What follows belongs to an exercise in optimizing a design on an open flow for small area, a short achievable clock period and few clock cycles per item; a production flow would make more cautious choices. In this exercise RTL edits were held to simulation tests only and were not proved equivalent to the original. No activity file was given, so power comes from the tool's default toggle rates.

===== flow/config.mk =====
export PLATFORM = sky130hd
export DESIGN_NAME = ising_metropolis_spin_update
export DESIGN_NICKNAME = ising_metropolis_spin_update
export VERILOG_FILES = /design/flow/design.v
export SDC_FILE = /design/flow/constraint.sdc
export NUM_CORES = 4
export LEC_CHECK = 0
export ABC_CLOCK_PERIOD_IN_PS = 3000
export CAP_MARGIN = 20
export CORE_MARGIN = 2
export CORE_UTILIZATION = 55
export SETUP_SLACK_MARGIN = 5
export SLEW_MARGIN = 20

===== flow/design.v =====
module ism_ram #(
  parameter int SIDE = 32,
  parameter int IW   = $clog2(SIDE)
) (
  input  logic            clk,
  input  logic [SIDE-1:0] wr_row,     
  input  logic [SIDE-1:0] wr_col,     
  input  logic            wr_bit,     
  input  logic [IW-1:0]   rd_row,
  input  logic [IW-1:0]   rd_col,
  output logic            rd_s,       
  output logic            rd_up,      
  output logic            rd_dn,      
  output logic            rd_lf,      
  output logic            rd_rt       
);
  localparam int NB = SIDE / 4;       
  localparam int BW = IW - 2;
  logic [SIDE-1:0] mem [SIDE];
  always_ff @(posedge clk) begin
    for (int i = 0; i < SIDE; i++) begin
      for (int j = 0; j < SIDE; j++) begin
        if (wr_row[i] && wr_col[j]) mem[i][j] <= wr_bit;
      end
    end
  end
  logic [1:0]    rr, cr;
  logic [BW-1:0] rq, cq;
  logic [BW-1:0] lrow [4];
  logic [BW-1:0] lcol [4];
  logic [SIDE-1:0] rmask [4];         
  logic [SIDE-1:0] cmask [4];         
  assign rr = rd_row[1:0];
  assign rq = rd_row[IW-1:2];
  assign cr = rd_col[1:0];
  assign cq = rd_col[IW-1:2];
  always_comb begin
    lrow[0] = rq + BW'(rr == 2'd3);
    lrow[1] = rq;
    lrow[2] = rq;
    lrow[3] = rq - BW'(rr == 2'd0);
    lcol[0] = cq + BW'(cr == 2'd3);
    lcol[1] = cq;
    lcol[2] = cq;
    lcol[3] = cq - BW'(cr == 2'd0);
    for (int a = 0; a < 4; a++) begin
      for (int i = 0; i < SIDE; i++) begin
        rmask[a][i] = (i % 4 == a) && (lrow[a] == BW'(i / 4));
        cmask[a][i] = (i % 4 == a) && (lcol[a] == BW'(i / 4));
      end
    end
  end
  logic [SIDE-1:0] colbits [4];       
  logic [3:0]      bank [4];          
  always_comb begin
    for (int b = 0; b < 4; b++) begin
      for (int i = 0; i < SIDE; i++) begin
        colbits[b][i] = |(mem[i] & cmask[b]);
      end
    end
    for (int a = 0; a < 4; a++) begin
      for (int b = 0; b < 4; b++) begin
        bank[a][b] = |(colbits[b] & rmask[a]);
      end
    end
  end
  logic [1:0] rm, rp, cm, cp;
  assign rm = rr - 2'd1;
  assign rp = rr + 2'd1;
  assign cm = cr - 2'd1;
  assign cp = cr + 2'd1;
  assign rd_s  = bank[rr][cr];
  assign rd_up = bank[rm][cr];
  assign rd_dn = bank[rp][cr];
  assign rd_lf = bank[rr][cm];
  assign rd_rt = bank[rr][cp];
endmodule
module ism_site_eval (
  input  logic       s,            
  input  logic       nb_up,
  input  logic       nb_dn,
  input  logic       nb_lf,
  input  logic       nb_rt,
  input  logic [1:0] op,           
  input  logic       spin_value,
  input  logic       lt_four,      
  input  logic       lt_eight,     
  output logic       accepted,
  output logic       flip,
  output logic       new_spin,
  output logic [3:0] bond
);
  logic [2:0] k;      
  logic       acc;
  always_comb begin
    k = 3'(nb_up ~^ s) + 3'(nb_dn ~^ s) + 3'(nb_lf ~^ s) + 3'(nb_rt ~^ s);
    acc = (k[2] && lt_eight) || (!k[2] && (!(k[1] && k[0]) || lt_four));
    case (op)
      2'd0:    flip = (s != spin_value);
      2'd1:    flip = acc;
      default: flip = 1'b0;
    endcase
    accepted = (op == 2'd1) && acc;
    new_spin = s ^ flip;
    bond     = 4'd4 - {k, 1'b0};         
  end
endmodule
module ising_metropolis_spin_update #(
  parameter int SIDE      = 32,
  parameter int PROB_BITS = 16
) (
  input  logic        clk,
  input  logic        rst_n,
  input  logic        in_tvalid,
  output logic        in_tready,
  input  logic [31:0] in_tdata,    
  input  logic [1:0]  in_tuser,    
  output logic        out_tvalid,
  input  logic        out_tready,
  output logic [39:0] out_tdata,   
  input  logic        cfg_we,
  input  logic        cfg_index,
  input  logic [15:0] cfg_wdata
);
  localparam int IW       = $clog2(SIDE);
  localparam int ENERGY_W = 15;
  localparam int MAG_W    = 14;
  localparam int E_RST    = -2 * SIDE * SIDE;
  localparam int M_RST    = SIDE * SIDE;
  localparam int QD       = 4;             
  localparam int CAP      = QD + 1;        
  logic       clr_r;                       
  logic       in_rdy_r;
  logic [2:0] outst_r, outst_nxt;          
  logic       in_hs, out_hs;
  assign in_hs  = in_tvalid && in_rdy_r;
  assign out_hs = out_tvalid && out_tready;
  always_comb begin
    outst_nxt = outst_r;
    case ({in_hs, out_hs})
      2'b10:   outst_nxt = outst_r + 3'd1;
      2'b01:   outst_nxt = outst_r - 3'd1;
      default: outst_nxt = outst_r;
    endcase
  end
  always_ff @(posedge clk) begin
    if (!rst_n) begin
      clr_r    <= 1'b1;
      in_rdy_r <= 1'b0;
      outst_r  <= '0;
    end else begin
      clr_r    <= 1'b0;
      in_rdy_r <= (outst_nxt < 3'(CAP));
      outst_r  <= outst_nxt;
    end
  end
  assign in_tready = in_rdy_r;
  logic [15:0] prob_four_r, prob_eight_r;
  always_ff @(posedge clk) begin
    if (!rst_n) begin
      prob_four_r  <= '0;
      prob_eight_r <= '0;
    end else if (cfg_we) begin
      if (cfg_index) prob_eight_r <= cfg_wdata;
      else           prob_four_r  <= cfg_wdata;
    end
  end
  logic          v1;
  logic [IW-1:0] r1, c1;
  logic [1:0]    op1;
  logic          spin1;
  logic [15:0]   draw1;
  always_ff @(posedge clk) begin
    v1    <= rst_n && in_hs;
    r1    <= in_tdata[IW-1:0];
    c1    <= in_tdata[6 +: IW];
    spin1 <= in_tdata[12];
    draw1 <= in_tdata[28:13];
    op1   <= in_tuser;
  end
  logic          v2;
  logic [IW-1:0] r2, c2;
  logic [1:0]    op2;
  logic          spin2;
  logic          lt4_2, lt8_2;
  logic          s2, up2, dn2, lf2, rt2;
  logic [SIDE-1:0] wr_row, wr_col;
  logic            wr_bit;
  logic            rd_s, rd_up, rd_dn, rd_lf, rd_rt;
  logic            ev_acc, ev_flip, ev_ns;
  logic [3:0]      ev_bond;
  logic            wr_go;
  ism_ram #(.SIDE(SIDE)) u_lat (
    .clk    (clk),
    .wr_row (wr_row),
    .wr_col (wr_col),
    .wr_bit (wr_bit),
    .rd_row (r1),
    .rd_col (c1),
    .rd_s   (rd_s),
    .rd_up  (rd_up),
    .rd_dn  (rd_dn),
    .rd_lf  (rd_lf),
    .rd_rt  (rd_rt)
  );
  logic [IW-1:0] r1_up, r1_dn, c1_lf, c1_rt;
  assign r1_up = r1 - IW'(1);
  assign r1_dn = r1 + IW'(1);
  assign c1_lf = c1 - IW'(1);
  assign c1_rt = c1 + IW'(1);
  logic same_row, f_s, f_lf, f_rt, f_up, f_dn;
  assign wr_go    = v2 && ev_flip;
  assign same_row = wr_go && (r1 == r2);
  assign f_s      = same_row && (c1 == c2);
  assign f_lf     = same_row && (c1_lf == c2);
  assign f_rt     = same_row && (c1_rt == c2);
  assign f_up     = wr_go && (r1_up == r2) && (c1 == c2);
  assign f_dn     = wr_go && (r1_dn == r2) && (c1 == c2);
  always_ff @(posedge clk) begin
    v2    <= rst_n && v1;
    r2    <= r1;
    c2    <= c1;
    op2   <= op1;
    spin2 <= spin1;
    lt4_2 <= draw1 < prob_four_r;
    lt8_2 <= draw1 < prob_eight_r;
    s2    <= f_s  ? ev_ns : rd_s;
    lf2   <= f_lf ? ev_ns : rd_lf;
    rt2   <= f_rt ? ev_ns : rd_rt;
    up2   <= f_up ? ev_ns : rd_up;
    dn2   <= f_dn ? ev_ns : rd_dn;
  end
  ism_site_eval u_eval (
    .s          (s2),
    .nb_up      (up2),
    .nb_dn      (dn2),
    .nb_lf      (lf2),
    .nb_rt      (rt2),
    .op         (op2),
    .spin_value (spin2),
    .lt_four    (lt4_2),
    .lt_eight   (lt8_2),
    .accepted   (ev_acc),
    .flip       (ev_flip),
    .new_spin   (ev_ns),
    .bond       (ev_bond)
  );
  always_comb begin
    wr_bit = clr_r || !s2;
    for (int j = 0; j < SIDE; j++) begin
      wr_row[j] = clr_r || (wr_go && (r2 == IW'(j)));
      wr_col[j] = clr_r || (c2 == IW'(j));
    end
  end
  localparam int EW = 7;
  logic [EW-1:0]     q_mem [QD];
  logic [1:0]        q_wp, q_rp;
  logic [2:0]        q_cnt;
  logic              q_push, q_pop;
  logic [EW-1:0]     q_head;
  assign q_push = v2;
  assign q_head = q_mem[q_rp];
  always_ff @(posedge clk) begin
    if (q_push) q_mem[q_wp] <= {ev_flip, ev_ns, ev_bond, ev_acc};
  end
  always_ff @(posedge clk) begin
    if (!rst_n) begin
      q_wp  <= '0;
      q_rp  <= '0;
      q_cnt <= '0;
    end else begin
      if (q_push) q_wp <= q_wp + 2'd1;
      if (q_pop)  q_rp <= q_rp + 2'd1;
      q_cnt <= q_cnt + 3'(q_push) - 3'(q_pop);
    end
  end
  logic                out_valid_r;
  logic [ENERGY_W-1:0] energy_r, energy_nxt;
  logic [MAG_W-1:0]    magnet_r, magnet_nxt;
  logic [10:0]         item_r;
  logic                h_flip, h_ns, h_acc;
  logic [3:0]          h_bond;
  logic [4:0]          h_de;
  assign {h_flip, h_ns, h_bond, h_acc} = q_head;
  assign h_de  = 5'd0 - {h_bond, 1'b0};    
  assign q_pop = (q_cnt != 3'd0) && (!out_valid_r || out_tready);
  always_comb begin
    energy_nxt = energy_r;
    magnet_nxt = magnet_r;
    if (h_flip) begin
      energy_nxt = energy_r + {{(ENERGY_W - 5){h_de[4]}}, h_de};
      magnet_nxt = h_ns ? magnet_r + MAG_W'(2) : magnet_r - MAG_W'(2);
    end
  end
  always_ff @(posedge clk) begin
    if (!rst_n) begin
      out_valid_r <= 1'b0;
      energy_r    <= E_RST[ENERGY_W-1:0];
      magnet_r    <= M_RST[MAG_W-1:0];
    end else begin
      if (q_pop) begin
        out_valid_r <= 1'b1;
        energy_r    <= energy_nxt;
        magnet_r    <= magnet_nxt;
      end else if (out_tready) begin
        out_valid_r <= 1'b0;
      end
    end
  end
  always_ff @(posedge clk) begin
    if (q_pop) item_r <= {h_ns, h_de, h_bond, h_acc};
  end
  assign out_tvalid = out_valid_r;
  assign out_tdata  = {magnet_r, energy_r, item_r};
endmodule

===== flow/run.sh =====
#!/bin/bash
# synth_recipe.tcl (not shown) runs the flow's synth.tcl, then flattens the netlist and writes it again
# the make line also repeats each setting of config.mk as NAME=value (left out here)
make -C /OpenROAD-flow-scripts/flow DESIGN_CONFIG=/design/flow/config.mk WORK_HOME=/design/flow/orfs CLKGATE_MAP_FILE= SYNTH_SCRIPT=/design/flow/synth_recipe.tcl finish

===== flow/constraint.sdc =====
create_clock -name core_clock -period 9.0 [get_ports {clk}]
set_input_delay 1.8000 -clock core_clock [delete_from_list [all_inputs] [get_ports {clk}]]
set_output_delay 1.8000 -clock core_clock [all_outputs]
set_load 0.01 [all_outputs]

==> results by group, run 1 <==
Logic synthesis
  • Post-synth EDFFs: 1055
  • Post-synth ARST share: 0%
  • Post-synthesis sequential area ratio: 64.0%
  • Most used DFF post-synth: edfxtp_1
  • Flops & latches, synth: 1179
  • Syn. warnings: 10
  • Netlist cell types: 92
  • Gate Count Post-Synth: 4415
  • Mapped Area: 0.0534 sq mm
  • Syn avg cell area: 12.1 sq um

Global route
  • Number of global-route vias before repair: 34.1k
  • Total gr overflow: 0
  • Largest net degree at the start of global routing: 295
  • First-pass GRT wire length: 225000 um
  • GRT Total Usage: 30.9%
  • Initial antenna violation count: 2

Critical path
  • Worst path max stage delay: 0.61 ns
  • Crit Path Max Fanout: 11
  • Family with the most delay on the worst path: compound AO/OA/AOI/OAI gates
  • CP Capture Type: flip-flop
  • Bufs and invs on worst path: 3
  • CP startpoint kind: flip-flop
  • Slowest-stage cell, CP: or4_4
  • Critical path type: flip-flop to flip-flop
  • Data arrival time of the critical path: 4.60 ns
  • CP required: 9.60 ns
  • Worst-path cell chain: clkinv_8, ha_4, ha_4, xor2_4, clkbuf_16, buf_6, mux4_2, o211ai_1, o211ai_1, or4_4, a2111oi_4, o32a_1, mux2_2, o21ai_1

STA
  • Final hold slack: 0.336 ns
  • Setup TNS: 0 ns
  • Final Setup Violations: 0
  • Hold Fails Final Rpt: 0
  • Final worst slack: 5.00 ns
  • Max Slew Vio Count: 0
  • Fmax: 250 MHz
  • Normalized max-slew margin: 3.70%
  • Worst-margin pin slew: 1.44 ns
  • Period minus WS final: 4.00 ns
  • Setup Skew: 0.0243 ns
  • Post-route clock period utilization: 44.5%
  • RSZ-0062 raised after global routing: true

Die
  • Die area: 0.0996 sq mm
  • Initial Utilization: 55.4%
  • Site Rows: 114
  • DIE HEIGHT: 316 um
  • Top Ports: 98
  • Core ar.: 0.0964 sq mm
  • Die Width: 316 um

Clock tree
  • Clk latency of the worst-skew pair: 0.74 ns
  • H-tree levels: 4
  • Clock sink count: 1179
  • Clock tree buffer depth: 3
  • Worst-path clk slew: 0.06 ns
  • CTS tree: built
  • Number of buffers created by CTS: 131
  • # hold bufs at CTS: 0
  • Clock Root Buffer: clkbuf_16

Power and ir drop
  • Power Internal: 10.5 mW
  • Worst IR Drop VDD: 0.205 mV
  • Part of the power in registers: 46.1%
  • Switching share of power: 27.3%
  • Comb pwr share: 18.7%
  • NetSw: 3.96 mW
  • Clock Power Share: 35.2%
  • Pwr/cell area: 234 mW/mm^2
  • LEAKAGE: 21.5 nW

Drt
  • Post-route ant nets: 0
  • WL/cell: 27.6 um
  • Via Count: 36.7k
  • Vias per inst: 6.29
  • Iteration count of the initial detailed-routing pass: 6
  • Post-detailed-routing wire length: 161000 um
  • Iter 0 DRT Violations: 4979
  • DRC viols: 0

Placement
  • Placed Area: 0.0556 sq mm
  • Pre-CTS setup slack: 2.93 ns
  • Number of I/O port buffers: 86
  • DPL Wire Length: 83600 um
  • Placer congestion estimate: 0.877

Run status
  • Status: timing/DRC/antenna clean

Worst hold path
  • Hold Path Class: flip-flop to flip-flop

Flow run
  • Max cap viols: 0

Layout
  • Filler Cell Count: 7577
  • Share of layout cells above drive strength 1: 16.0%
  • Synth-to-Final Area Change: 16.1%
  • Fin area: 0.0620 sq mm
  • Final #Nets: 4602
## cell families (layout without fill, tap and decap cells)
logic type	Yosys count	in the layout	share of synthesized area, %
AND/OR/NAND/NOR	1701	1701	13.1
flip-flops	1179	1179	64.0
AO/OA/AOI/OAI	639	651	8.18
buffers and inverters	462	585	3.90
multiplexers	279	279	7.51
adder cells (fa/ha/maj)	88	88	2.15
XOR/XNOR	66	66	1.22
other	1	7	0.00702
## power by group through the flow
stage / combinational, mW / sequential [mW] / clock [mW]
after CTS: 2.57 / 6.68 / 5.16
after detailed placement: 2.44 / 6.79 / 0
after floorplan: 1.64 / 6.82 / 0
after global routing: 2.92 / 6.71 / 5.36
final: 2.71 / 6.68 / 5.10
after global placement: 2.42 / 6.78 / 0
## cell usage in the layout (no fill, tap or decap), drive strengths merged, types with 10 or more instances in the layout
cell              n
nor2           1147
edfxtp         1055
nand2           262
a21oi           227
clkbuf          187
buf             180
dfxtp           124
nand3           119
mux2i           117
mux4             88
clkdlybuf4s50    86
ha               82
mux2             74
inv              72
o21ai            64
a22oi            56
a221oi           50
clkinv           47
xnor2            41
a31oi            33
and3             30
nor3             30
a21o             28
nand2b           26
xor2             25
o211ai           22
and2             19
o2bb2ai          18
nor2b            18
o22ai            16
nand4            15
a211oi           15
a221o            13
a22o             10
## what timing repair did
action / 4_1_cts / 5_1_grt
cloned: 12 / 18
setup buffers: 29 / 43
setup endpoints to repair: 1032 / 990
pin swaps: 17 / 31
resized for setup: 132 / 101
## state kept, by name, summed over array words and instances (netlist names), 5 cells and up, named ones only
| register | cells |
|---|---|
| item_r | 7 |
| c2 | 5 |
| c1 | 5 |
| draw1 | 16 |
| u_lat.mem | 1024 |
| energy_r | 13 |
| prob_eight_r | 16 |
| r1 | 5 |
| magnet_r | 13 |
| prob_four_r | 16 |
| r2 | 5 |
| q_mem | 24 |
## Yosys cell counts, types with 18 or more instances
cell type     n  area, sq um
nor2_1     1147         4310
edfxtp_1   1055        31700
clkbuf_1    265          995
nand2_1     262          983
a21oi_1     215         1080
dfxtp_1     124         2480
nand3_1     119          596
mux2i_1     117         1170
ha_1         82         1030
mux4_2       82         1850
mux2_2       74          833
inv_1        67          251
o21ai_0      60          300
a22oi_1      56          420
buf_2        49          245
a221oi_1     47          412
xnor2_1      39          342
buf_4        34          255
a31oi_1      32          200
and3_1       30          188
nor3_1       30          150
a21o_1       28          210
nand2b_1     26          163
buf_1        23         86.3
xor2_1       22          193
o211ai_1     21          158
and2_1       19          119
nor2b_1      18          113
o2bb2ai_1    18          158
## routing by layer
layer	up-vias	GRT usage (%)	routed length (um)
li1	16063	-	-
met1	18567	44.3	65500
met2	1800	48.8	75500
met3	250	5.12	15300
met4	0	9.13	4550
met5	-	0	0
## area by class of cell
class,instances,area (sq um),area share [%]
Inverter,72,325,0.525
Timing Repair Buffer,283,3310,5.34
Clock buffer,177,3690,5.95
Antenna cell,1,2.50,0.00404
Sequential cell,1179,34200,55.2
Clock inverter,53,338,0.545
Tap cell,1276,1600,2.58
Multi-Input combinational cell,2791,18500,29.9
## final timing paths
kind	slack [ns]	endpoint	cells after the start	from
max	5.00	rt2$_DFF_P_	14	c1[2]$_DFF_P_
min	0.34	spin2$_DFF_P_	0	spin1$_DFF_P_
max reg2reg	5.00	rt2$_DFF_P_	14	c1[2]$_DFF_P_
min reg2reg	0.34	spin2$_DFF_P_	0	spin1$_DFF_P_
## metrics by stage
step                      std cells  util, %  total power, mW
after floorplan                4420        -             8.46
after global placement         5498     57.6             9.20
after detailed placement       5498     57.6             9.23
after CTS                      5769     63.1             14.4
after global routing           5831     64.3             15.0
final                          5832     64.3             14.5
Testbench counts, summed over its fixed seeds: cycles 12,032, items 12,000.
==> inputs of run 2 (changes only) <==
--- a/flow/design.v
+++ b/flow/design.v
@@ -170,5 +170,5 @@
   logic [1:0]    op1;
   logic          spin1;
-  logic [15:0]   draw1;
+  logic          lt4_1, lt8_1;             
   always_ff @(posedge clk) begin
     v1    <= rst_n && in_hs;
@@ -176,5 +176,6 @@
     c1    <= in_tdata[6 +: IW];
     spin1 <= in_tdata[12];
-    draw1 <= in_tdata[28:13];
+    lt4_1 <= in_tdata[28:13] < prob_four_r;
+    lt8_1 <= in_tdata[28:13] < prob_eight_r;
     op1   <= in_tuser;
   end
@@ -223,6 +224,6 @@
     op2   <= op1;
     spin2 <= spin1;
-    lt4_2 <= draw1 < prob_four_r;
-    lt8_2 <= draw1 < prob_eight_r;
+    lt4_2 <= lt4_1;
+    lt8_2 <= lt8_1;
     s2    <= f_s  ? ev_ns : rd_s;
     lf2   <= f_lf ? ev_ns : rd_lf;
--- a/flow/config.mk
+++ b/flow/config.mk
@@ -9,5 +9,7 @@
 export CAP_MARGIN = 20
 export CORE_MARGIN = 2
-export CORE_UTILIZATION = 55
+export CORE_UTILIZATION = 50
+export CTS_CLUSTER_DIAMETER = 100
+export CTS_CLUSTER_SIZE = 30
 export SETUP_SLACK_MARGIN = 5
 export SLEW_MARGIN = 20
==> results by group, run 2 <==
STA
  • Max Slew Vio Count: 0 (unchanged)
  • Setup Skew: 0.0253 ns (was 0.0243 ns)
  • Fmax: 248 MHz (was 250 MHz)
  • Final worst slack: 4.96 ns (was 5.00 ns)
  • Period minus WS final: 4.04 ns (was 4.00 ns)
  • Post-route clock period utilization: 44.8% (was 44.5%)
  • Worst-margin pin slew: 1.37 ns (was 1.44 ns)
  • Final Setup Violations: 0 (unchanged)
  • Normalized max-slew margin: 8.65% (was 3.70%)
  • Hold Fails Final Rpt: 0 (unchanged)
  • Setup TNS: 0 ns (unchanged)
  • RSZ-0062 raised after global routing: true (unchanged)

Drt
  • Post-detailed-routing wire length: 159000 um (was 161000 um)
  • Via Count: 35.8k (was 36.7k)
  • Post-route ant nets: 0 (unchanged)
  • Vias per inst: 6.20 (was 6.29)
  • WL/cell: 27.4 um (was 27.6 um)
  • Iter 0 DRT Violations: 4587 (was 4979)
  • DRC viols: 0 (unchanged)
  • Iteration count of the initial detailed-routing pass: 8 (was 6)

Critical path
  • Critical path type: flip-flop to flip-flop (unchanged)
  • Family with the most delay on the worst path: simple AND/OR/NAND/NOR gates (was compound AO/OA/AOI/OAI gates)
  • Worst path max stage delay: 0.61 ns (about the same)
  • CP Capture Type: flip-flop (unchanged)
  • Bufs and invs on worst path: 0 (was 3)
  • CP startpoint kind: flip-flop (unchanged)
  • CP required: 9.53 ns (was 9.60 ns)
  • Crit Path Max Fanout: 9 (was 11)
  • Slowest-stage cell, CP: nor4b_4 (was or4_4)
  • CP dominant cell by count: ha_1
  • Worst-path cell chain: ha_1, ha_1, ha_1, nand2b_1, or2_2, o22ai_1, nor4b_4, nand3_1, o311ai_1, o21ai_1, mux2i_1, mux2i_2 (was clkinv_8, ha_4, ha_4, xor2_4, clkbuf_16, buf_6, mux4_2, o211ai_1, o211ai_1, or4_4, a2111oi_4, o32a_1, mux2_2, o21ai_1)
  • Data arrival time of the critical path: 4.57 ns (was 4.60 ns)

Power and ir drop
  • Pwr/cell area: 204 mW/mm^2 (was 234 mW/mm^2)
  • Pwr Total: 12.2 mW (was 14.5 mW)
  • LEAKAGE: 20.3 nW (was 21.5 nW)
  • Worst IR Drop VDD: 0.205 mV (about the same)

Logic synthesis
  • Syn. warnings: 10 (unchanged)
  • Mapped Area: 0.0531 sq mm (was 0.0534 sq mm)
  • Post-synth EDFFs: 1055 (unchanged)
  • Syn avg cell area: 12.2 sq um (was 12.1 sq um)
  • Synth top cells by count: 1142 x nor2_1, 1055 x edfxtp_1, 275 x clkbuf_1 (was 1147 x nor2_1, 1055 x edfxtp_1, 265 x clkbuf_1)
  • Most used DFF post-synth: edfxtp_1 (unchanged)
  • Gate Count Post-Synth: 4360 (was 4415)
  • Synth area leaders: edfxtp_1 60%, nor2_1 8.1%, dfxtp_1 4.1% (was edfxtp_1 59%, nor2_1 8.1%, dfxtp_1 4.6%)
  • Netlist cell types: 94 (was 92)
  • Post-synth ARST share: 0% (unchanged)
  • Synth top area share: 59.7% (was 59.3%)
  • Count leader, synth: nor2_1 (unchanged)
  • Post-synthesis sequential area ratio: 63.8% (was 64.0%)
  • Largest area contributor in the netlist: edfxtp_1 (unchanged)
  • Flops & latches, synth: 1165 (was 1179)

Placement
  • Dpl cells: 5578 (was 5498)
  • Number of I/O port buffers: 86 (unchanged)
  • Pre-CTS setup slack: 3.39 ns (was 2.93 ns)
  • DPL Wire Length: 86800 um (was 83600 um)
  • Placer congestion estimate: 0.902 (was 0.877)
  • Placed Area: 0.0558 sq mm (was 0.0556 sq mm)

Layout
  • Filler Cell Count: 8871 (was 7577)
  • Commonest non-fill, non-tap cell in the layout: nor2_1 (unchanged)
  • Synth-to-Final Area Change: 12.2% (was 16.1%)
  • Commonest cells after routing, fill and taps aside: 1137 x nor2_1, 1055 x edfxtp_1, 229 x nand2_1 (was 1119 x nor2_1, 1055 x edfxtp_1, 258 x nand2_1)
  • Share of layout cells above drive strength 1: 15.0% (was 16.0%)
  • Top reg by flops: u_lat.mem (unchanged)
  • Largest register FFs: 1024 (unchanged)
  • Filler-free cell count of the finished design: 5786 (was 5832)
  • Fin area: 0.0596 sq mm (was 0.0620 sq mm)
  • Largest regs: u_lat.mem x1024, q_mem x24 (unchanged)
  • Final #Nets: 4504 (was 4602)

Die
  • Top Ports: 98 (unchanged)
  • Core ar.: 0.105 sq mm (was 0.0964 sq mm)
  • Die area: 0.109 sq mm (was 0.0996 sq mm)
  • Initial Utilization: 50.4% (was 55.4%)
  • Site Rows: 119 (was 114)
  • DIE HEIGHT: 330 um (was 316 um)
  • Die Width: 330 um (was 316 um)

Global route
  • First-pass GRT wire length: 225000 um (about the same)
  • Number of global-route vias before repair: 33.4k (was 34.1k)
  • Initial antenna violation count: 4 (was 2)
  • Total gr overflow: 0 (unchanged)
  • GRT Total Usage: 28.3% (was 30.9%)
  • Largest net degree at the start of global routing: 286 (was 295)

Clock tree
  • Clk latency of the worst-skew pair: 0.70 ns (was 0.74 ns)
  • Clock tree buffer depth: 3 (unchanged)
  • Clock sink count: 1165 (was 1179)
  • Worst-path clk slew: 0.11 ns (was 0.06 ns)
  • CTS tree: built (unchanged)
  • Number of buffers created by CTS: 47 (was 131)
  • H-tree levels: 2 (was 4)
  • Clock Root Buffer: clkbuf_16 (unchanged)

Run status
  • Status: timing/DRC/antenna clean (unchanged)

Worst hold path
  • Hold Path Class: flip-flop to flip-flop (unchanged)

Flow run
  • Max cap viols: 0 (unchanged)
-- run 2: changes by cell type after synthesis, moves of 14 or more --
cell	change
a21oi_1	-15
nand2_1	-29
dfxtp_1	-14
nand3_1	-30
o211ai_1	-14
a22oi_1	-18
mux2i_1	+20
-- run 2: cells by family (layout without fill, tap and decap cells) --
group,count (synthesis),in the layout,share of synthesized area [%]
muxes,305,305,8.20
adders and majority gates,88,88,2.16
buffers and inverters,453,476,3.77
other,1,7,0.00706
xor gates and xnor gates,67,67,1.22
and+or+nand+nor,1658,1658,12.9
DFF,1165,1165,63.8
AOI/OAI and AO/OA,623,629,7.90
-- run 2: what timing repair did --
item / CTS / global route
setup buffers: 45 / 56
setup endpoints to repair: 1035 / 768
gates resized for setup: 117 / 79
pin swaps: 22 / 31
hold buffers: 0 / 0
cloned: 10 / 11
-- run 2: layout make-up --
cell class | instances | area [sq um] | area share [%]
Clock buffer | 71 | 1330 | 2.24
Clock inverter | 12 | 143 | 0.239
Multi-Input combinational cell | 2753 | 18700 | 31.4
Antenna cell | 1 | 2.50 | 0.00420
Timing Repair Buffer | 321 | 3420 | 5.75
Sequential cell | 1165 | 33900 | 56.9
Tap cell | 1391 | 1740 | 2.92
Inverter | 72 | 294 | 0.494
-- run 2: power by group --
part | leakage [nW] | switching, mW | internal, mW | total (mW)
registers | 10.2 | 0.171 | 6.44 | 6.61
logic | 9.43 | 1.66 | 1.11 | 2.76
clock network | 0.717 | 1.71 | 1.09 | 2.81
-- run 2: worst paths after layout --
kind	cells past startpoint	from	endpoint	slack (ns)
max	12	r1[0]$_DFF_P_	lf2$_DFF_P_	4.96
min reg2reg	0	lt8_1$_DFF_P_	lt8_2$_DFF_P_	0.34
max reg2reg	12	r1[0]$_DFF_P_	lf2$_DFF_P_	4.96
min	0	lt8_1$_DFF_P_	lt8_2$_DFF_P_	0.34
-- run 2: metal layers --
layer / global-route usage, % / vias up / share of wire [%] / routed length, um
li1: - / 15682 / - / -
met1: 39.5 / 18291 / 40 / 64300
met2: 45.7 / 1630 / 47 / 74100
met3: 4.31 / 246 / 9.2 / 14700
met4: 9.47 / 0 / 3.6 / 5700
met5: 0 / - / 0 / 0
-- run 2: through the flow --
stage                     utilization, %  hold slack, ns
after floorplan                        -           0.310
after global placement              52.9           0.314
after detailed placement            53.0           0.312
after CTS                           55.6           0.339
after global routing                56.6           0.346
final                               56.6           0.340
Testbench counts of run 2, summed over its fixed seeds: cycles 12,032, items 12,000.

==> separate check: timing with driven ports <==
Ports are ideal in the flow. The routed layouts listed here were re-timed in OpenROAD. Step 1 sets driving cells, clkbuf_16 on the clock port and buf_2 on the other inputs (assumed; they add their load-dependent delay and slew). Step 2, shift: input delay + t, output delay - t, t = (earliest + latest rising clock arrival at the registers) / 2. This alone moves slack from input paths to output paths. Slacks: no drivers / after step 1 / after step 2; pairs: no drivers / after step 1.
run | t, ns | slack for setup (ns) | worst register clock-pin slew, ns
run 1 | 0.805 | 4.998 / 4.998 / 4.998 | 0.06 / 0.06
run 2 | 0.765 | 4.965 / 4.965 / 4.827 | 0.12 / 0.12
After both steps setup and hold are still met in every run listed. For run 2, which loses most, drivers alone change the setup slack by 0.000 ns; drivers and shift together by -0.138 ns.
